This is an optimization exercise on Yosys and OpenROAD, whose aim is small area, not a production implementation. No functional check of the RTL was part of any run shown here. Power and IR drop assume default switching activity. No driver is modelled on the clock port, so clocking that relies on it looks cheaper here than on a real chip.

$ cat config.mk
export PLATFORM = sky130hd
export DESIGN_NAME = seu_window_controller
export DESIGN_NICKNAME = seu_window_controller
export VERILOG_FILES = /design/flow/design.v
export SDC_FILE = /design/flow/constraint.sdc
export NUM_CORES = 4
export LEC_CHECK = 0
export CAP_MARGIN = 20
export CORE_MARGIN = 2
export CORE_UTILIZATION = 40
export SLEW_MARGIN = 20
$ cat standard.sh
#!/bin/bash
# synth_recipe.tcl (not shown) runs the flow's synth.tcl, then flattens the netlist and writes it again
# the make line also repeats each setting of config.mk as NAME=value (left out here)
make -C /OpenROAD-flow-scripts/flow DESIGN_CONFIG=/design/flow/config.mk WORK_HOME=/design/flow/orfs CLKGATE_MAP_FILE= SYNTH_SCRIPT=/design/flow/synth_recipe.tcl "${@:-finish}"
$ cat design.v
package seu_window_controller_pkg;
  typedef enum logic [2:0] {IDLE = 3'd0, CLEAR = 3'd1, SETTLE1 = 3'd2, SETTLE2 = 3'd3,
                            BASE = 3'd4, RUN = 3'd5, SNAP = 3'd6} state_t;
  localparam int NCH_DEF = 7;
  localparam int CNT_W_DEF = 64;
  localparam int WIN_W_DEF = 32;
  function automatic integer sel_w(input integer n);
    sel_w = n > 1 ? $clog2(n) : 1;
  endfunction
endpackage
module seu_snapshot_bank #(
  parameter int NCH = 7,
  parameter int CNT_W = 64,
  parameter int SEL_W = 3,
  parameter int CHUNK0 = 10,
  parameter int CHUNK = 9
) (
  input  logic                 clock,
  input  logic                 reset,
  input  logic                 capture,
  input  logic                 commit,
  input  logic                 zero,
  input  logic [NCH*CNT_W-1:0] err_count,
  input  logic                 rd_req,
  input  logic [SEL_W-1:0]     rd_sel,
  output logic                 rd_ack,
  output logic [CNT_W-1:0]     rd_data
);
  function automatic logic cut(input int i);
    cut = i >= CHUNK0 && (i - CHUNK0) % CHUNK == 0;
  endfunction
  logic [CNT_W-1:0] base_n_q [NCH];
  logic [CNT_W-1:0] sum_q [NCH];
  logic [CNT_W-1:0] cy_q [NCH];     
  logic [CNT_W-1:0] sum_d [NCH];
  logic [CNT_W-1:0] cy_d [NCH];
  logic             snap_zero_q;
  logic [CNT_W-1:0] rd_sum, rd_cy, rd_add;
  always_comb
    for (int k = 0; k < NCH; k++) begin
      logic c;
      cy_d[k] = '0;
      c = 1'b1;
      for (int i = 0; i < CNT_W; i++) begin
        logic a, b;
        if (cut(i)) begin
          cy_d[k][i] = ~c;
          c = 1'b0;
        end
        a = err_count[k*CNT_W + i];
        b = base_n_q[k][i];
        sum_d[k][i] = a ^ b ^ c;
        c = (a & b) | (a & c) | (b & c);
      end
    end
  always_ff @(posedge clock)
    for (int k = 0; k < NCH; k++) begin
      if (capture) base_n_q[k] <= ~err_count[k*CNT_W +: CNT_W];
      if (commit) begin
        sum_q[k] <= sum_d[k];
        for (int i = 0; i < CNT_W; i++) if (cut(i)) cy_q[k][i] <= cy_d[k][i];
      end
    end
  always_ff @(posedge clock)
    if (reset) snap_zero_q <= 1'b1;
    else if (commit) snap_zero_q <= zero;
  always_comb begin
    rd_sum = '0;
    rd_cy = '0;
    if (!reset && !snap_zero_q)
      for (int k = 0; k < NCH; k++)
        if (rd_sel == SEL_W'(k)) begin
          rd_sum = sum_q[k];
          for (int i = 0; i < CNT_W; i++) if (cut(i)) rd_cy[i] = ~cy_q[k][i];
        end
  end
  always_comb begin
    logic k, c1, pre, s, c;
    k = 1'b0;
    c1 = 1'b0;
    pre = 1'b0;
    s = 1'b0;
    c = 1'b0;
    for (int i = 0; i < CNT_W; i++) begin
      if (i < CHUNK0) rd_add[i] = rd_sum[i];
      else if (cut(i)) begin
        s = rd_sum[i];
        c = rd_cy[i];
        rd_add[i] = s ^ c ^ k;
        c1 = (s & c) | (k & (s | c));
        pre = 1'b1;
      end else begin
        rd_add[i] = rd_sum[i] ^ (c1 & pre);
        pre = pre & rd_sum[i];
      end
      if (i + 1 == CNT_W || cut(i + 1)) k = (pre & s & c) | (pre & (s | c) & k);
    end
  end
  always_ff @(posedge clock) begin
    rd_ack <= reset ? 1'b0 : rd_req;
    if (reset || rd_req) rd_data <= rd_add;
  end
endmodule
module seu_window_controller #(
  parameter int NCH = seu_window_controller_pkg::NCH_DEF,
  parameter int CNT_W = seu_window_controller_pkg::CNT_W_DEF,
  parameter int WIN_W = seu_window_controller_pkg::WIN_W_DEF,
  localparam int SEL_W = seu_window_controller_pkg::sel_w(NCH)
) (
  input  logic                 clock,
  input  logic                 reset,
  input  logic                 start,
  input  logic                 stop,
  input  logic                 continuous,
  input  logic [WIN_W-1:0]     window_len,
  input  logic [NCH*CNT_W-1:0] err_count,
  output logic [NCH-1:0]       clear_pulse,
  output logic                 busy,
  output logic                 done,
  output logic                 aborted,
  output logic [15:0]          window_id,
  input  logic                 rd_req,
  input  logic [SEL_W-1:0]     rd_sel,
  output logic                 rd_ack,
  output logic [CNT_W-1:0]     rd_data
);
  seu_window_controller_pkg::state_t state_q, state_d;
  logic [WIN_W-1:0] len_q, cnt_q;
  logic abort_q, zero_q, pre_snap;
  always_ff @(posedge clock) state_q <= reset ? seu_window_controller_pkg::IDLE : state_d;
  always_comb begin
    state_d = state_q;
    busy = state_q != seu_window_controller_pkg::IDLE;
    done = state_q == seu_window_controller_pkg::SNAP;
    pre_snap = busy && !done;
    clear_pulse = {NCH{reset || state_q == seu_window_controller_pkg::CLEAR}};
    case (state_q)
      seu_window_controller_pkg::IDLE:    state_d = start ? seu_window_controller_pkg::CLEAR : seu_window_controller_pkg::IDLE;
      seu_window_controller_pkg::CLEAR:   state_d = stop ? seu_window_controller_pkg::SNAP : seu_window_controller_pkg::SETTLE1;
      seu_window_controller_pkg::SETTLE1: state_d = stop ? seu_window_controller_pkg::SNAP : seu_window_controller_pkg::SETTLE2;
      seu_window_controller_pkg::SETTLE2: state_d = stop ? seu_window_controller_pkg::SNAP : seu_window_controller_pkg::BASE;
      seu_window_controller_pkg::BASE:    state_d = stop ? seu_window_controller_pkg::SNAP : seu_window_controller_pkg::RUN;
      seu_window_controller_pkg::RUN:     state_d = stop || cnt_q[WIN_W-1:1] == '0 ? seu_window_controller_pkg::SNAP : seu_window_controller_pkg::RUN;
      seu_window_controller_pkg::SNAP:    state_d = continuous && !abort_q ? seu_window_controller_pkg::CLEAR : seu_window_controller_pkg::IDLE;
      default: state_d = seu_window_controller_pkg::IDLE;
    endcase
  end
  always_ff @(posedge clock) begin
    if (state_q == seu_window_controller_pkg::IDLE && start) len_q <= window_len;
    cnt_q <= state_q == seu_window_controller_pkg::RUN ? cnt_q - WIN_W'(1) : len_q;
  end
  always_ff @(posedge clock) begin
    abort_q <= stop && pre_snap;
    zero_q <= stop && pre_snap && state_q != seu_window_controller_pkg::RUN;
  end
  always_ff @(posedge clock)
    if (reset) begin
      aborted <= 1'b0;
      window_id <= '0;
    end else if (done) begin
      aborted <= abort_q;
      window_id <= window_id + 16'd1;
    end
  seu_snapshot_bank #(.NCH(NCH), .CNT_W(CNT_W), .SEL_W(SEL_W)) u_bank (
    .clock(clock),
    .reset(reset),
    .capture(state_q == seu_window_controller_pkg::BASE),
    .commit(done),
    .zero(zero_q),
    .err_count(err_count),
    .rd_req(rd_req),
    .rd_sel(rd_sel),
    .rd_ack(rd_ack),
    .rd_data(rd_data)
  );
endmodule
$ cat constraint.sdc
create_clock -name core_clock -period 5.0 [get_ports {clock}]
set_input_delay 1.0000 -clock core_clock [delete_from_list [all_inputs] [get_ports {clock}]]
set_output_delay 1.0000 -clock core_clock [all_outputs]
set_load 0.01 [all_outputs]
$ cat flow/run.sh
#!/bin/bash
set -euo pipefail
export BUFFER_PORTS_ARGS="-buffer_cell sky130_fd_sc_hd__buf_1"
export CTS_ARGS="-sink_clustering_enable -repair_clock_nets -dont_use_dummy_load -buf_list {sky130_fd_sc_hd__clkbuf_16} -sink_clustering_size 30 -sink_clustering_max_diameter 100"
bash standard.sh finish > flow_make.log 2>&1
==> results.json, run 1 <==
{
  "hold_path_end": "cnt_q[4]",
  "crit_path_start_kind": "input pin",
  "place.gp.congestion": 0.874,
  "dieHeight_um": 356,
  "path_max_fanout": 10,
  "n_fill_cell": 11101,
  "postSynthNetCount": 4088,
  "period_share": 0.958,
  "ys_top_cells_by_area": "edfxtp_1 (63%), fa_1 (16%), inv_1 (4.3%), dfxtp_1 (2.3%), ha_1 (1.6%)",
  "first_pass_iters": 5,
  "coreArea_mm2": 0.123,
  "fin_cells": 5517,
  "slew_violations": 0,
  "peakVddDrop_mv": 0.333,
  "drtAntennaViolNets": 0,
  "gr-usage-all-layers": 0.199,
  "cp_top_family": "simple AND/OR/NAND/NOR gates",
  "register_area_mm2": 0.0322,
  "synth_seq_area_share": 0.649,
  "syn_area_per_cell_um2": 15.8,
  "io_buffers": 579,
  "multi_input_area_mm2": 0.0150,
  "synth-edff-count": 1034,
  "maxCapViolCount": 0,
  "drtIter0Drc": 2289,
  "cp-end-kind": "flip-flop",
  "r2r-end": "u_bank.rd_data[62]",
  "fmax_mhz": 209,
  "hold_viol_final": 0,
  "synth_seq_cells": 1090,
  "antenna_found_initial": 38,
  "synthCells": 3140,
  "path_class": "input pin to flip-flop",
  "synth_top_area_cell": "edfxtp_1",
  "vias": 26693,
  "ys.flop_type": "edfxtp_1",
  "dp.cells": 5449,
  "hold_start": "len_q[4]",
  "vias_per_cell": 4.84,
  "reg2reg_depth": 19,
  "die_w_um": 356,
  "critPathArrivalTime_ps": 5160,
  "drcViolationCount": 0,
  "required_ps": 5370,
  "post_drt_wl_per_cell_um": 22.9,
  "totalWireLength_mm": 126,
  "place_hpwl_mm": 98.8,
  "cts_buffers": 48,
  "yosysWarnings": 7,
  "syn_area_mm2": 0.0496,
  "clkSinkCount": 1090,
  "status": "complete, no violations",
  "crit_chain": "clkbuf_4 > buf_6 > buf_4 > inv_1 > buf_4 > a21oi_1 > a21oi_1 > o221ai_1 > nor4_2 > nand4_1 > o31ai_4 > buf_6 > nor3b_4 > o2111a_2 > o2111ai_2 > fa_2 > nor4_4 > and2b_2 > o2111ai_4 > nor2_1 > xnor2_1",
  "slowest_stage": "fa_2",
  "clk_latency_ps": 680,
  "ff2ff_setup_slack_ps": 430,
  "reg2reg_from": "u_bank.cy_q[3][10]",
  "synth_top_area_frac": 0.626,
  "crit_path_max_incr_delay_ps": 430,
  "hold_path_depth": 1,
  "setup_viol": 0,
  "clockRootBuffer": "clkbuf_16",
  "dieArea_mm2": 0.127,
  "cts.reportedPaths.clkPinSlew_ps": 110,
  "fin_skew_ps": 81.7,
  "cts_buffer_depth": 3,
  "ys_types": 74,
  "syn2layout_area_growth_pct": 13.9,
  "grt_max_degree": 178,
  "setup_tns_ps": 0,
  "min_path_type": "flip-flop to flip-flop",
  "htreeDepth": 2,
  "row_count": 129,
  "final_nets": 4814,
  "cts_tree": "done",
  "start_util": 0.402,
  "drive_gt1_frac": 0.0934,
  "grt_pass1_vias": 27594,
  "period_needed_ps": 4790,
  "async_reset_ff_frac": 0,
  "crit_buf_inv": 6,
  "p_per_area_mw_per_mm2": 374,
  "max_slew_margin": 0.269,
  "grt_overflow_total": 0,
  "io_pins": 580,
  "max_slew.worst_pin.slew_ps": 1100,
  "grt_pass1_wl_mm": 182,
  "p_leak_nw": 20.8
}
==> synth_stat cells, types with 8 or more instances <==
cell and number:
a21oi_1 83, a22o_1 34, a22oi_1 17, a31oi_1 12
a32oi_1 9, buf_1 8, buf_2 40, buf_4 25
clkbuf_1 29, dfxtp_1 56, edfxtp_1 1034, fa_1 397
ha_1 62, inv_1 567, mux2_2 19, mux2i_1 56
nand2_1 125, nand3_1 9, nor2_1 148, nor2b_1 10
nor3_1 27, nor4_1 9, o211a_1 14, o211ai_1 33
o21ai_0 50, o21bai_1 10, o221ai_1 55, o22ai_1 14
xnor2_1 65, xor2_1 32
==> layout by cell type (no fill, tap or decap), types with 6 or more instances in the layout <==
cell type / count
nand2_1: 124
nor4_1: 8
dfxtp_1: 56
fa_2: 43
a22oi_1: 17
o211a_1: 14
o21bai_1: 10
mux2i_1: 56
buf_1: 576
nand3_1: 9
buf_12: 12
nor3_1: 26
xor2_1: 32
mux2_2: 19
buf_4: 184
o211ai_1: 33
edfxtp_1: 1034
o22ai_1: 14
a32oi_1: 9
o221ai_1: 54
inv_1: 567
ha_1: 62
or2_2: 6
fa_1: 354
nor2_1: 145
nor2b_4: 6
a221oi_1: 7
a21oi_1: 83
xnor2_1: 65
a31oi_1: 12
o21ai_0: 50
a22o_1: 34
diode_2: 16
clkbuf_16: 48
==> where the power goes <==
part           switching (mW)  internal [mW]  total, mW
logic                    2.47           1.50       3.97
registers               0.588           12.1       12.7
clock network            2.75           1.73       4.48
==> state kept, by name, summed over array words and instances, names as in the netlist, 3 cells and up <==
name and flops:
u_bank.base_n_q 448, len_q 32, cnt_q 32, u_bank.cy_q 42
state_q 3, u_bank.rd_data 64, window_id 16, u_bank.sum_q 448
==> metrics by stage <==
stage               area (um2)   util  hold WS, ps  total power, mW  setup WS (ps)
floorplan                49700      -          417             15.4          -2770
global placement         55100  0.447          423             16.8           -968
detailed placement       55100  0.447          433             17.0           -938
CTS                      56300  0.456          415             21.4           34.3
global route             56400  0.458          433             22.3          -46.8
finish                   56500  0.458          455             21.1            208
==> worst register-to-register path: stages, from the launching register on <==
cell and delay, ps:
edfxtp_1 440, o211a_1 220, a311o_1 320, a221oi_2 220
nand2_1 120, nor4b_2 260, buf_4 160, a31oi_1 110
buf_4 160, o31ai_4 200, buf_6 150, nor3b_4 210
o2111a_2 280, o2111ai_2 140, fa_2 430, nor4_4 230
and2b_2 230, o2111ai_4 150, nor2_1 180, xnor2_1 80
==> area by class of cell <==
class,instances,area share
timing repair buffer,780,0.0684
clock buffer,48,0.0213
sequential,1090,0.570
inverter,568,0.0382
multi-input combinational,1378,0.265
tap,1637,0.0363
antenna,16,0.000709
==> worst max path at each step <==
stage / startpoint / endpoint / slack (ps) / cells past startpoint
6_report: rd_sel[0] / u_bank.rd_data[62] / 210 / 21
5_1_grt: rd_sel[0] / u_bank.rd_data[63] / -50 / 21
4_1_cts: rd_sel[0] / u_bank.rd_data[61] / 30 / 22
3_5_place_dp: rd_sel[0] / u_bank.rd_data[63] / -940 / 21
3_3_place_gp: rd_sel[0] / u_bank.rd_data[63] / -970 / 21
2_1_floorplan: state_q[2] / u_bank.base_n_q[0][0] / -2770 / 3
==> metal layers <==
| metal | wire, um | GRT usage | vias to the layer above | share of wire |
|---|---|---|---|---|
| met5 | 122 | 0 | - | 0.00097 |
| met1 | 53100 | 0.268 | 13577 | 0.42 |
| li1 | - | - | 12225 | - |
| met4 | 2250 | 0.0434 | 18 | 0.018 |
| met2 | 62500 | 0.337 | 754 | 0.50 |
| met3 | 8270 | 0.0365 | 119 | 0.065 |
==> what timing repair did <==
item / 4_1_cts / 5_1_grt
gates resized for setup: 4 / 20
hold buffers: 0 / 0
pin swaps: 3 / 7
endpoints found under the setup margin: 3 / 3
setup buffers: 0 / 5
==> cell families (layout without fill, tap and decap cells) <==
group / Yosys count / in the layout / synth area share
adder cells (fa/ha/maj): 459 / 459 / 0.176
multiplexers: 78 / 78 / 0.0170
XOR/XNOR: 97 / 97 / 0.0171
AND/OR/NAND/NOR: 377 / 377 / 0.0345
flip-flops: 1090 / 1090 / 0.649
other: 0 / 16 / 0
AO/OA/AOI/OAI: 367 / 367 / 0.0523
buffers and inverters: 672 / 1396 / 0.0540
==> run 2, diff against run 1 <==
--- a/config.mk
+++ b/config.mk
@@ -5,7 +5,7 @@
 export SDC_FILE = /design/flow/constraint.sdc
 export NUM_CORES = 4
 export LEC_CHECK = 0
-export CAP_MARGIN = 20
+export CAP_MARGIN = 5
 export CORE_MARGIN = 2
-export CORE_UTILIZATION = 40
-export SLEW_MARGIN = 20
+export CORE_UTILIZATION = 60
+export SLEW_MARGIN = 5
==> results.json, run 2 <==
{
  "status": "complete, no violations",
  "yosysWarnings": 7,
  "cp_top_family": "compound AO/OA/AOI/OAI gates",
  "post_drt_wl_per_cell_um": 23.9,
  "io_buffers": 579,
  "period_needed_ps": 4740,
  "synth_top_area_frac": 0.626,
  "htreeDepth": 2,
  "cp-end-kind": "flip-flop",
  "cpMostUsedCell": "buf_4",
  "combPwrFrac": 0.194,
  "worst_slack_ps": 263,
  "clockRootBuffer": "clkbuf_16",
  "final_nets": 4780,
  "postSynthNetCount": 4088,
  "synth_seq_cells": 1090,
  "slew_violations": 0,
  "reg2reg_depth": 17,
  "setup_viol": 0,
  "ys_types": 74,
  "dieHeight_um": 291,
  "final_common_cell": "edfxtp_1",
  "max_slew.worst_pin.slew_ps": 1050,
  "start_util": 0.605,
  "syn2layout_area_growth_pct": 11.7,
  "cts.reportedPaths.clkPinSlew_ps": 110,
  "dieArea_mm2": 0.0849,
  "crit_buf_inv": 4,
  "crit_cells": 19,
  "min_path_type": "flip-flop to flip-flop",
  "vias_per_cell": 5.53,
  "syn_area_mm2": 0.0496,
  "grt_max_degree": 148,
  "synthCells": 3140,
  "layout_common_cells": "edfxtp_1 (1,034), buf_1 (576), inv_1 (567)",
  "synth_seq_area_share": 0.649,
  "vias": 27178,
  "fmax_mhz": 211,
  "place_hpwl_mm": 91.1,
  "syn_area_per_cell_um2": 15.8,
  "maxCapViolCount": 0,
  "path_class": "input pin to flip-flop",
  "critPathArrivalTime_ps": 5110,
  "cts_buffers": 42,
  "grt_pass1_vias": 28892,
  "peakVddDrop_mv": 0.329,
  "grt_pass1_wl_mm": 176,
  "r2r-end": "u_bank.rd_data[61]",
  "startpoint": "rd_sel[0]",
  "io_pins": 580,
  "coreArea_mm2": 0.0820,
  "hold_path_depth": 2,
  "grt_overflow_total": 0,
  "first_pass_iters": 6,
  "ff2ff_setup_slack_ps": 450,
  "drtAntennaViolNets": 0,
  "seq_power_share": 0.608,
  "cts_buffer_depth": 3,
  "yosysMostFrequentCell": "edfxtp_1",
  "reg.largest.list": "u_bank.base_n_q: 448 flops, u_bank.sum_q: 448 flops, u_bank.rd_data: 64 flops",
  "synth.cells.most_frequent": "edfxtp_1 (1,034), inv_1 (567), fa_1 (397)",
  "clkSinkCount": 1090,
  "gr-usage-all-layers": 0.281,
  "drtIter0Drc": 2356,
  "cts_tree": "done",
  "p_int_mw": 15.1,
  "p_per_area_mw_per_mm2": 377,
  "crit_path_max_incr_delay_ps": 400,
  "power_switching_mw": 5.74,
  "period_share": 0.947,
  "crit_path_start_kind": "input pin",
  "cts_setup_buffers": 0,
  "ys.flop_type": "edfxtp_1",
  "clock_power_share": 0.198,
  "setup_tns_ps": 0,
  "drive_gt1_frac": 0.0849,
  "totalWireLength_mm": 118,
  "crit_chain": "clkbuf_4 > nor2b_2 > buf_12 > a311o_1 > a221oi_2 > nand2_1 > nor4b_4 > a31oi_4 > o31ai_2 > buf_4 > nor3b_4 > o2111a_1 > o2111ai_1 > fa_2 > nor4_4 > and2b_1 > o2111ai_2 > buf_4 > xor2_1",
  "reg2reg_from": "u_bank.snap_zero_q",
  "hold_viol_final": 0,
  "path_max_fanout": 9,
  "row_count": 105,
  "slowest_stage": "fa_2",
  "async_reset_ff_frac": 0,
  "synth-edff-count": 1034,
  "drcViolationCount": 0,
  "place.gp.congestion": 0.925,
  "switching_share": 0.275,
  "max_slew_margin": 0.299,
  "grt_setup_unrepaired": "no",
  "die_w_um": 291,
  "ys_top_cells_by_area": "edfxtp_1 (63%), fa_1 (16%), inv_1 (4.3%), dfxtp_1 (2.3%), ha_1 (1.6%)",
  "synth_top_area_cell": "edfxtp_1",
  "pre_cts_ws_ps": -697,
  "antenna_found_initial": 21,
  "clk_latency_ps": 640,
  "required_ps": 5380,
  "crit_path_end": "u_bank.rd_data[61]",
  "fin_skew_ps": 61.4,
  "p_leak_nw": 20.6
}
run 2: cell counts after synthesis:
Identical to the previous run, type by type.
run 2: metrics by stage:
stage / total power [mW] / hold WS [ps] / area [um2] / instances / util
2_1_floorplan: 15.4 / 417 / 49700 / 3140 / -
3_3_place_gp: 16.7 / 426 / 54200 / 4858 / 0.661
3_5_place_dp: 17.0 / 431 / 54200 / 4858 / 0.661
4_1_cts: 21.0 / 455 / 55300 / 4900 / 0.674
5_1_grt: 21.9 / 489 / 55400 / 4909 / 0.675
6_report: 20.9 / 450 / 55400 / 4916 / 0.675
run 2: how the worst min path moves through the flow:
stage | start | endpoint | slack, ps
3_5_place_dp | len_q[4] | cnt_q[4] | 430
5_1_grt | len_q[4] | cnt_q[4] | 490
3_3_place_gp | len_q[1] | cnt_q[1] | 430
6_report | abort_q | aborted | 450
2_1_floorplan | zero_q | u_bank.snap_zero_q | 420
4_1_cts | abort_q | aborted | 460
run 2: kinds of logic (layout without fill, tap and decap cells):
family	after synthesis	count (layout)	synth area share
flip-flops	1090	1090	0.649
AND/OR/NAND/NOR	377	377	0.0345
AO/OA/AOI/OAI	367	367	0.0523
multiplexers	78	78	0.0170
other	0	16	0
buffers and inverters	672	1362	0.0540
XOR/XNOR	97	97	0.0171
adder cells (fa/ha/maj)	459	459	0.176
run 2: power groups by stage:
stage | combinational [mW] | clock (mW) | sequential (mW)
3_5_place_dp | 4.11 | 0 | 12.9
2_1_floorplan | 2.42 | 0 | 13.0
6_report | 4.05 | 4.13 | 12.7
5_1_grt | 4.62 | 4.49 | 12.8
4_1_cts | 4.13 | 4.22 | 12.7
3_3_place_gp | 3.87 | 0 | 12.8
run 2: what timing repair did:
action,4_1_cts,5_1_grt
pin swaps,1,1
setup endpoints to repair,1,3
hold buffers,0,0
gates resized for setup,3,14
cloned,0,0
run 2: layer usage:
layer	global-route usage	part of all wire
met5	0	0.00030
met3	0.0535	0.079
met2	0.455	0.48
met1	0.393	0.41
met4	0.0851	0.032
run 2: tightest hold or removal path, cell delays in order, from the launching register on:
cell and delay (ps):
dfxtp_1 320, nand2_1 50, a21oi_1 50
run 2: area by class of cell:
| type | count | area [um2] |
|---|---|---|
| inverters | 568 | 2160 |
| repair buffers | 752 | 3650 |
| multi-input cells | 1378 | 15000 |
| flip-flops and latches | 1090 | 32200 |
| clock buffers | 42 | 1050 |
| fillers | 5756 | 26600 |
| well taps | 1070 | 1340 |
| diodes | 16 | 40.0 |
==> run 3, diff against run 2 <==
--- a/design.v
+++ b/design.v
@@ -12,8 +12,8 @@
   parameter int NCH = 7,
   parameter int CNT_W = 64,
   parameter int SEL_W = 3,
-  parameter int CHUNK0 = 10,
-  parameter int CHUNK = 9
+  parameter int CHUNK0 = 8,
+  parameter int CHUNK = 8
 ) (
   input  logic                 clock,
   input  logic                 reset,
@@ -75,25 +75,21 @@
         end
   end
   always_comb begin
-    logic k, c1, pre, s, c;
+    logic k, c1, pre;
     k = 1'b0;
     c1 = 1'b0;
     pre = 1'b0;
-    s = 1'b0;
-    c = 1'b0;
     for (int i = 0; i < CNT_W; i++) begin
       if (i < CHUNK0) rd_add[i] = rd_sum[i];
       else if (cut(i)) begin
-        s = rd_sum[i];
-        c = rd_cy[i];
-        rd_add[i] = s ^ c ^ k;
-        c1 = (s & c) | (k & (s | c));
+        rd_add[i] = rd_sum[i] ^ rd_cy[i] ^ k;
+        c1 = (rd_sum[i] & rd_cy[i]) | (k & (rd_sum[i] | rd_cy[i]));
         pre = 1'b1;
       end else begin
         rd_add[i] = rd_sum[i] ^ (c1 & pre);
         pre = pre & rd_sum[i];
       end
-      if (i + 1 == CNT_W || cut(i + 1)) k = (pre & s & c) | (pre & (s | c) & k);
+      if (i + 1 == CNT_W || cut(i + 1)) k = c1 & pre;
     end
   end
   always_ff @(posedge clock) begin
@@ -127,6 +123,12 @@
   seu_window_controller_pkg::state_t state_q, state_d;
   logic [WIN_W-1:0] len_q, cnt_q;
   logic abort_q, zero_q, pre_snap;
+  logic [WIN_W-1:0] cnt_dec;
+  logic [15:0] id_inc;
+  always_comb begin
+    for (int i = 0; i < WIN_W; i++) cnt_dec[i] = cnt_q[i] ^ ~|(cnt_q & ((WIN_W'(1) << i) - WIN_W'(1)));
+    for (int i = 0; i < 16; i++) id_inc[i] = window_id[i] ^ &(window_id | ~((16'(1) << i) - 16'(1)));
+  end
   always_ff @(posedge clock) state_q <= reset ? seu_window_controller_pkg::IDLE : state_d;
   always_comb begin
     state_d = state_q;
@@ -147,7 +149,7 @@
   end
   always_ff @(posedge clock) begin
     if (state_q == seu_window_controller_pkg::IDLE && start) len_q <= window_len;
-    cnt_q <= state_q == seu_window_controller_pkg::RUN ? cnt_q - WIN_W'(1) : len_q;
+    cnt_q <= state_q == seu_window_controller_pkg::RUN ? cnt_dec : len_q;
   end
   always_ff @(posedge clock) begin
     abort_q <= stop && pre_snap;
@@ -159,7 +161,7 @@
       window_id <= '0;
     end else if (done) begin
       aborted <= abort_q;
-      window_id <= window_id + 16'd1;
+      window_id <= id_inc;
     end
   seu_snapshot_bank #(.NCH(NCH), .CNT_W(CNT_W), .SEL_W(SEL_W)) u_bank (
     .clock(clock),
--- a/config.mk
+++ b/config.mk
@@ -5,7 +5,7 @@
 export SDC_FILE = /design/flow/constraint.sdc
 export NUM_CORES = 4
 export LEC_CHECK = 0
-export CAP_MARGIN = 5
+export CAP_MARGIN = 20
 export CORE_MARGIN = 2
-export CORE_UTILIZATION = 60
-export SLEW_MARGIN = 5
+export CORE_UTILIZATION = 40
+export SLEW_MARGIN = 20
==> results.json, run 3 <==
{
  "reg2reg_from": "u_bank.cy_q[2][8]",
  "io_buffers": 579,
  "drive_gt1_frac": 0.0900,
  "final_common_cell": "edfxtp_1",
  "hold_viol_final": 0,
  "coreArea_mm2": 0.124,
  "synth.cells.most_frequent": "edfxtp_1 (1,041), inv_1 (561), fa_1 (391)",
  "ys_types": 66,
  "setup_viol": 40,
  "required_ps": 5420,
  "max_slew.worst_pin.slew_ps": 994,
  "fmax_mhz": 91.6,
  "first_pass_iters": 5,
  "min_path_type": "flip-flop to flip-flop",
  "clkSinkCount": 1097,
  "final_nets": 4731,
  "crit_path_max_incr_delay_ps": 510,
  "yosysMostFrequentCell": "edfxtp_1",
  "cts_buffer_depth": 3,
  "period_needed_ps": 10910,
  "grt_pass1_vias": 27121,
  "grt_overflow_total": 0,
  "grt_pass1_wl_mm": 181,
  "cts.reportedPaths.clkPinSlew_ps": 110,
  "grt_max_degree": 152,
  "so_faults": "negative setup slack",
  "synth-edff-count": 1041,
  "cp-end-kind": "flip-flop",
  "crit_path_start_kind": "input pin",
  "cts_buffers": 47,
  "p_leak_nw": 20.7,
  "maxCapViolCount": 0,
  "critPathArrivalTime_ps": 11330,
  "die_w_um": 357,
  "row_count": 129,
  "drtIter0Drc": 2155,
  "status": "finished with violations",
  "yosysWarnings": 7,
  "place_hpwl_mm": 96.9,
  "reg.largest.list": "u_bank.base_n_q: 448 flops, u_bank.sum_q: 448 flops, u_bank.rd_data: 64 flops",
  "path_class": "input pin to flip-flop",
  "layout_common_cells": "edfxtp_1 (1,041), buf_1 (576), inv_1 (560)",
  "synth_top_area_frac": 0.627,
  "synth_top_area_cell": "edfxtp_1",
  "vias": 26164,
  "setup_tns_ps": -132650,
  "placed_area_mm2": 0.0547,
  "dieArea_mm2": 0.127,
  "grt_setup_unrepaired": "yes",
  "syn_area_mm2": 0.0499,
  "hold_path_end": "cnt_q[17]",
  "gr-usage-all-layers": 0.199,
  "slowest_stage": "or4b_4",
  "async_reset_ff_frac": 0,
  "drcViolationCount": 0,
  "antenna_found_initial": 47,
  "period_share": 2.18,
  "r2r-end": "u_bank.rd_data[63]",
  "ys_top_cells_by_area": "edfxtp_1 (63%), fa_1 (16%), inv_1 (4.2%), dfxtp_1 (2.2%), mux4_2 (1.9%)",
  "cts_hold_buf": 0,
  "drtAntennaViolNets": 0,
  "ys.flop_type": "edfxtp_1",
  "cts_tree": "done",
  "peakVddDrop_mv": 0.361,
  "start_util": 0.403,
  "clockRootBuffer": "clkbuf_16",
  "fin_skew_ps": 84.1,
  "htreeDepth": 2,
  "hold_start": "len_q[17]",
  "synthCells": 3079,
  "ff2ff_setup_slack_ps": -5810,
  "totalWireLength_mm": 126,
  "post_drt_wl_per_cell_um": 23.3,
  "utilization": 0.459,
  "p_per_area_mw_per_mm2": 376,
  "reg2reg_depth": 41,
  "synth_seq_area_share": 0.649,
  "vias_per_cell": 4.83,
  "synth_seq_cells": 1097,
  "max_slew_margin": 0.337,
  "dieHeight_um": 357,
  "clk_latency_ps": 690,
  "hold_path_depth": 2,
  "postLayoutCellArea_mm2": 0.0567,
  "place.gp.congestion": 0.840,
  "worst_slack_ps": -5910,
  "syn_area_per_cell_um2": 16.2,
  "io_pins": 580,
  "syn2layout_area_growth_pct": 13.7,
  "postSynthNetCount": 4032,
  "slew_violations": 0,
  "path_max_fanout": 3
}
## run 3: cell count changes in the layout (fill, tap and decap cells not counted), sizes merged, moves of 20 or more
cell	previous run	this run
nand2	126	70
o21ai	51	105
o221ai	55	5
a21oi	83	42
mux4	3	41
a22o	34	0
o21a	0	26
nand3b	3	26
a31oi	12	32
## run 3: layout make-up
type	instances	area, um2
inverters	562	2120
multi-input cells	1312	15200
flip-flops and latches	1097	32400
repair buffers	758	3780
clock buffers	47	1180
diodes	9	22.5
fillers	11031	66900
well taps	1637	2050
## run 3: logic make-up (layout without fill, tap and decap cells)
logic type,after synthesis,count (layout),share of synthesized area
compound gates,326,326,0.0428
xor+xnor,89,89,0.0156
fa+ha+maj,464,464,0.175
buf+inv,670,1367,0.0542
flops,1097,1097,0.649
mux,78,78,0.0259
other cells,0,9,0
simple gates,355,355,0.0367
## run 3: timing repair
action | 4_1_cts | 5_1_grt
pin swaps | 15 | 13
gates resized for setup | 58 | 23
setup buffers | 53 | 8
setup endpoints to repair | 40 | 40
gates cloned | 0 | 0
## run 3: how the worst max path moves through the flow
stage	from	end	slack, ps
floorplan	rd_sel[0]	u_bank.rd_data[62]	-6830
global placement	rd_sel[0]	u_bank.rd_data[62]	-6590
detailed placement	rd_sel[0]	u_bank.rd_data[62]	-6790
CTS	rd_sel[0]	u_bank.rd_data[63]	-5820
global route	rd_sel[0]	u_bank.rd_data[63]	-6220
finish	rd_sel[0]	u_bank.rd_data[63]	-5910
## run 3: through the flow
| stage | setup WS (ps) | hold slack (ps) | std cells | power [mW] |
|---|---|---|---|---|
| floorplan | -6830 | 417 | 3079 | 15.4 |
| global placement | -6590 | 424 | 5317 | 17.1 |
| detailed placement | -6790 | 432 | 5317 | 17.2 |
| CTS | -5820 | 429 | 5413 | 21.7 |
| global route | -6220 | 443 | 5414 | 22.5 |
| finish | -5910 | 450 | 5422 | 21.3 |
## run 3: critical path, delay by kind of cell
kind | cells | cell delay [ps]
multiplexers | 1 | 500
adder cells (fa/ha/maj) | 7 | 1660
buffers and inverters | 4 | 650
AO/OA/AOI/OAI | 9 | 1000
XOR/XNOR | 1 | 110
AND/OR/NAND/NOR | 20 | 6390
## run 3: report_power, final
part | leakage [nW] | total (mW) | switching (mW) | internal (mW)
Clock | 0.579 | 4.47 | 2.77 | 1.69
Combinational | 10.1 | 4.22 | 2.65 | 1.57
Sequential | 10.0 | 12.7 | 0.532 | 12.1
Total | 20.7 | 21.3 | 5.95 | 15.4
## run 3: layer usage
layer / vias up / part of all wire / wire length, um / global-route usage
met1: 13180 / 0.41 / 51400 / 0.259
met2: 777 / 0.48 / 60400 / 0.325
li1: 11954 / - / - / -
met5: - / 0.0032 / 405 / 0
met4: 64 / 0.022 / 2820 / 0.0432
met3: 189 / 0.090 / 11300 / 0.0659
==> run 4, diff against run 3 <==
--- a/design.v
+++ b/design.v
@@ -12,8 +12,8 @@
   parameter int NCH = 7,
   parameter int CNT_W = 64,
   parameter int SEL_W = 3,
-  parameter int CHUNK0 = 8,
-  parameter int CHUNK = 8
+  parameter int CHUNK0 = 10,
+  parameter int CHUNK = 9
 ) (
   input  logic                 clock,
   input  logic                 reset,
==> results.json, run 4 <==
{
  "synth_seq_area_share": 0.650,
  "drtIter0Drc": 2566,
  "r2r-end": "u_bank.rd_data[62]",
  "slowest_stage": "or4_4",
  "die_w_um": 356,
  "crit_cells": 37,
  "reg.largest.list": "u_bank.base_n_q: 448 flops, u_bank.sum_q: 448 flops, u_bank.rd_data: 64 flops",
  "wl_met1_mm": 54.9,
  "worst_slack_ps": -2970,
  "path_max_fanout": 6,
  "place.gp.congestion": 0.851,
  "drcViolationCount": 0,
  "first_pass_iters": 5,
  "hold_viol_final": 0,
  "startpoint": "rd_sel[0]",
  "reg2reg_from": "u_bank.cy_q[1][10]",
  "ys_top_cells_by_area": "edfxtp_1 (63%), fa_1 (16%), inv_1 (4.2%), dfxtp_1 (2.3%), ha_1 (1.6%)",
  "reg2reg_depth": 36,
  "clkSinkCount": 1090,
  "period_needed_ps": 7970,
  "setup_viol": 29,
  "drive_gt1_frac": 0.117,
  "layout_common_cells": "edfxtp_1 (1,034), buf_1 (576), inv_1 (557)",
  "post_drt_wl_per_cell_um": 24.8,
  "max_slew.worst_pin.slew_ps": 1000,
  "vias_per_cell": 4.93,
  "fin_skew_ps": 82.8,
  "grt_max_degree": 142,
  "crit_path_start_kind": "input pin",
  "syn_area_mm2": 0.0495,
  "antenna_found_initial": 47,
  "cts_tree": "done",
  "dieHeight_um": 356,
  "dp.cells": 5316,
  "coreArea_mm2": 0.123,
  "setup_tns_ps": -64950,
  "routed.top_layer": "met5",
  "hold_start": "len_q[2]",
  "period_share": 1.59,
  "final_nets": 4779,
  "final_common_cell": "edfxtp_1",
  "max_slew_margin": 0.332,
  "totalWireLength_mm": 136,
  "crit_path_end": "u_bank.rd_data[62]",
  "grt_pass1_wl_mm": 192,
  "cts_buffer_depth": 3,
  "ys_types": 72,
  "path_class": "input pin to flip-flop",
  "gr-usage-all-layers": 0.215,
  "cpMostUsedCell": "fa_2",
  "crit_buf_inv": 4,
  "io_buffers": 579,
  "wl_met3_mm": 9.98,
  "syn2layout_area_growth_pct": 15.2,
  "fin_cells": 5472,
  "synth_top_area_frac": 0.627,
  "postSynthNetCount": 4015,
  "vias": 26997,
  "clockRootBuffer": "clkbuf_16",
  "ys.flop_type": "edfxtp_1",
  "cts_hold_buf": 0,
  "ff2ff_setup_slack_ps": -2870,
  "start_util": 0.401,
  "cts_buffers": 49,
  "dr_wl_met2_mm": 67.1,
  "n_fill_cell": 10923,
  "cp-end-kind": "flip-flop",
  "p_per_area_mw_per_mm2": 383,
  "multi_input_area_mm2": 0.0151,
  "io_pins": 580,
  "required_ps": 5440,
  "synth-edff-count": 1034,
  "cts.reportedPaths.clkPinSlew_ps": 120,
  "peakVddDrop_mv": 0.299,
  "fmax_mhz": 126,
  "crit_path_max_incr_delay_ps": 540,
  "status": "finished with violations",
  "dieArea_mm2": 0.127,
  "drtAntennaViolNets": 0,
  "async_reset_ff_frac": 0,
  "grt_setup_unrepaired": "yes",
  "row_count": 129,
  "so_faults": "negative setup slack",
  "grt_overflow_total": 0,
  "syn_area_per_cell_um2": 16.2,
  "maxCapViolCount": 0,
  "critPathArrivalTime_ps": 8410,
  "min_path_type": "flip-flop to flip-flop",
  "synthCells": 3064,
  "slew_violations": 0,
  "cp_top_family": "simple AND/OR/NAND/NOR gates",
  "place_hpwl_mm": 104,
  "grt_pass1_vias": 27838,
  "yosysMostFrequentCell": "edfxtp_1",
  "synth_top_area_cell": "edfxtp_1",
  "synth_seq_cells": 1090,
  "p_leak_nw": 20.9,
  "synth.cells.most_frequent": "edfxtp_1 (1,034), inv_1 (560), fa_1 (397)",
  "clk_latency_ps": 710,
  "yosysWarnings": 7,
  "htreeDepth": 2,
  "register_area_mm2": 0.0322
}
-- run 4: cell count changes in the layout (fill, tap and decap cells not counted), moves of 9 or more --
cell and change:
nand3b_1 -13, xor2_1 +9, o21a_1 -11, mux2i_1 -10
buf_4 +30, a21oi_1 +13, xnor2_1 -10, mux2_2 +11
fa_1 -35, o21ai_1 -13, buf_6 +32, a31oi_1 +18
fa_2 +41, nor2_1 +16
-- run 4: timing repair --
item                                    4_1_cts  5_1_grt
pin swaps                                     9       12
endpoints found under the setup margin       27       34
buffers inserted                             90       44
gates resized for setup                      50       64
-- run 4: logic make-up after synthesis --
group,share of synthesized area
compound gates,0.0454
flops,0.650
xor+xnor,0.0156
fa+ha+maj,0.177
mux,0.0240
simple gates,0.0335
buf+inv,0.0545
-- run 4: worst min-delay path by stage --
stage	to	cells after the start
after floorplan	u_bank.snap_zero_q	2
after global placement	cnt_q[31]	2
after detailed placement	cnt_q[18]	2
after CTS	len_q[23]	1
after global routing	cnt_q[2]	2
final	cnt_q[2]	2
-- run 4: cell type report --
class                           instances  share of cell area
Antenna cell                            9            0.000395
Clock buffer                           49              0.0215
Inverter                              560              0.0370
Multi-Input combinational cell       1310               0.265
Sequential cell                      1090               0.564
Tap cell                             1637              0.0359
Timing Repair Buffer                  817              0.0756
-- run 4: where the power goes --
group / leakage [nW] / total [mW] / internal [mW] / switching (mW)
combinational: 10.3 / 4.43 / 1.65 / 2.78
clock: 0.604 / 4.58 / 1.76 / 2.82
sequential: 9.99 / 12.8 / 12.2 / 0.606
-- run 4: routing by layer --
layer,global-route usage,vias to the layer above
li1,-,12044
met1,0.282,13781
met2,0.365,956
met3,0.0445,196
met4,0.0548,20
met5,0,-
-- run 4: metrics by stage --
stage | setup slack, ps | util | power [mW] | cell area, um2 | hold slack (ps)
after floorplan | -3740 | - | 15.6 | 49800 | 417
after global placement | -3590 | 0.443 | 17.4 | 54600 | 425
after detailed placement | -3730 | 0.443 | 17.5 | 54600 | 431
after CTS | -2840 | 0.460 | 22.1 | 56700 | 389
after global routing | -3370 | 0.462 | 23.0 | 57000 | 413
final | -2970 | 0.462 | 21.8 | 57000 | 396
-- run 4: worst min-delay path, cell delays in order (launching register included) --
cell	delay [ps]
edfxtp_1	320
nand2_1	40
o21ai_0	50

## static timing again, ports no longer ideal
No port has a modelled driver above. Below, the same layouts with a new extraction and two added sets of constraints. Step 1 (the two cells are an assumption about what drives the block):
set clk [get_ports {clock}]
set_driving_cell -lib_cell sky130_fd_sc_hd__clkbuf_16 $clk
set_driving_cell -lib_cell sky130_fd_sc_hd__buf_2 [delete_from_list [all_inputs] $clk]
Step 2 also shifts input and output timing later by t, the mid clock arrival at the registers, as if the neighbouring blocks saw the same clock. a / b / c = ideal / step 1 / step 2; a / b = the first two.
run | t, ns | setup WS [ns] | hold slack, ns | worst setup path after step 2 | worst data-port slew with drivers (ns)
run 1 | 0.708 | 0.208 / 0.197 / -0.511 | 0.455 / 0.433 / 0.455 | input to register | 0.22
run 2 | 0.681 | 0.263 / 0.309 / -0.372 | 0.450 / 0.450 / 0.450 | input to register | 0.17
run 3 | 0.719 | -5.914 / -5.898 / -6.617 | 0.450 / 0.438 / 0.450 | input to register | 0.21
run 4 | 0.743 | -2.967 / -3.051 / -3.794 | 0.396 / 0.396 / 0.396 | input to register | 0.20
Met with ideal ports but missed after step 2: setup timing in run 1 and run 2. The setup slack of run 4, which loses most, moves by -0.084 ns with the drivers and by -0.827 ns with both steps.
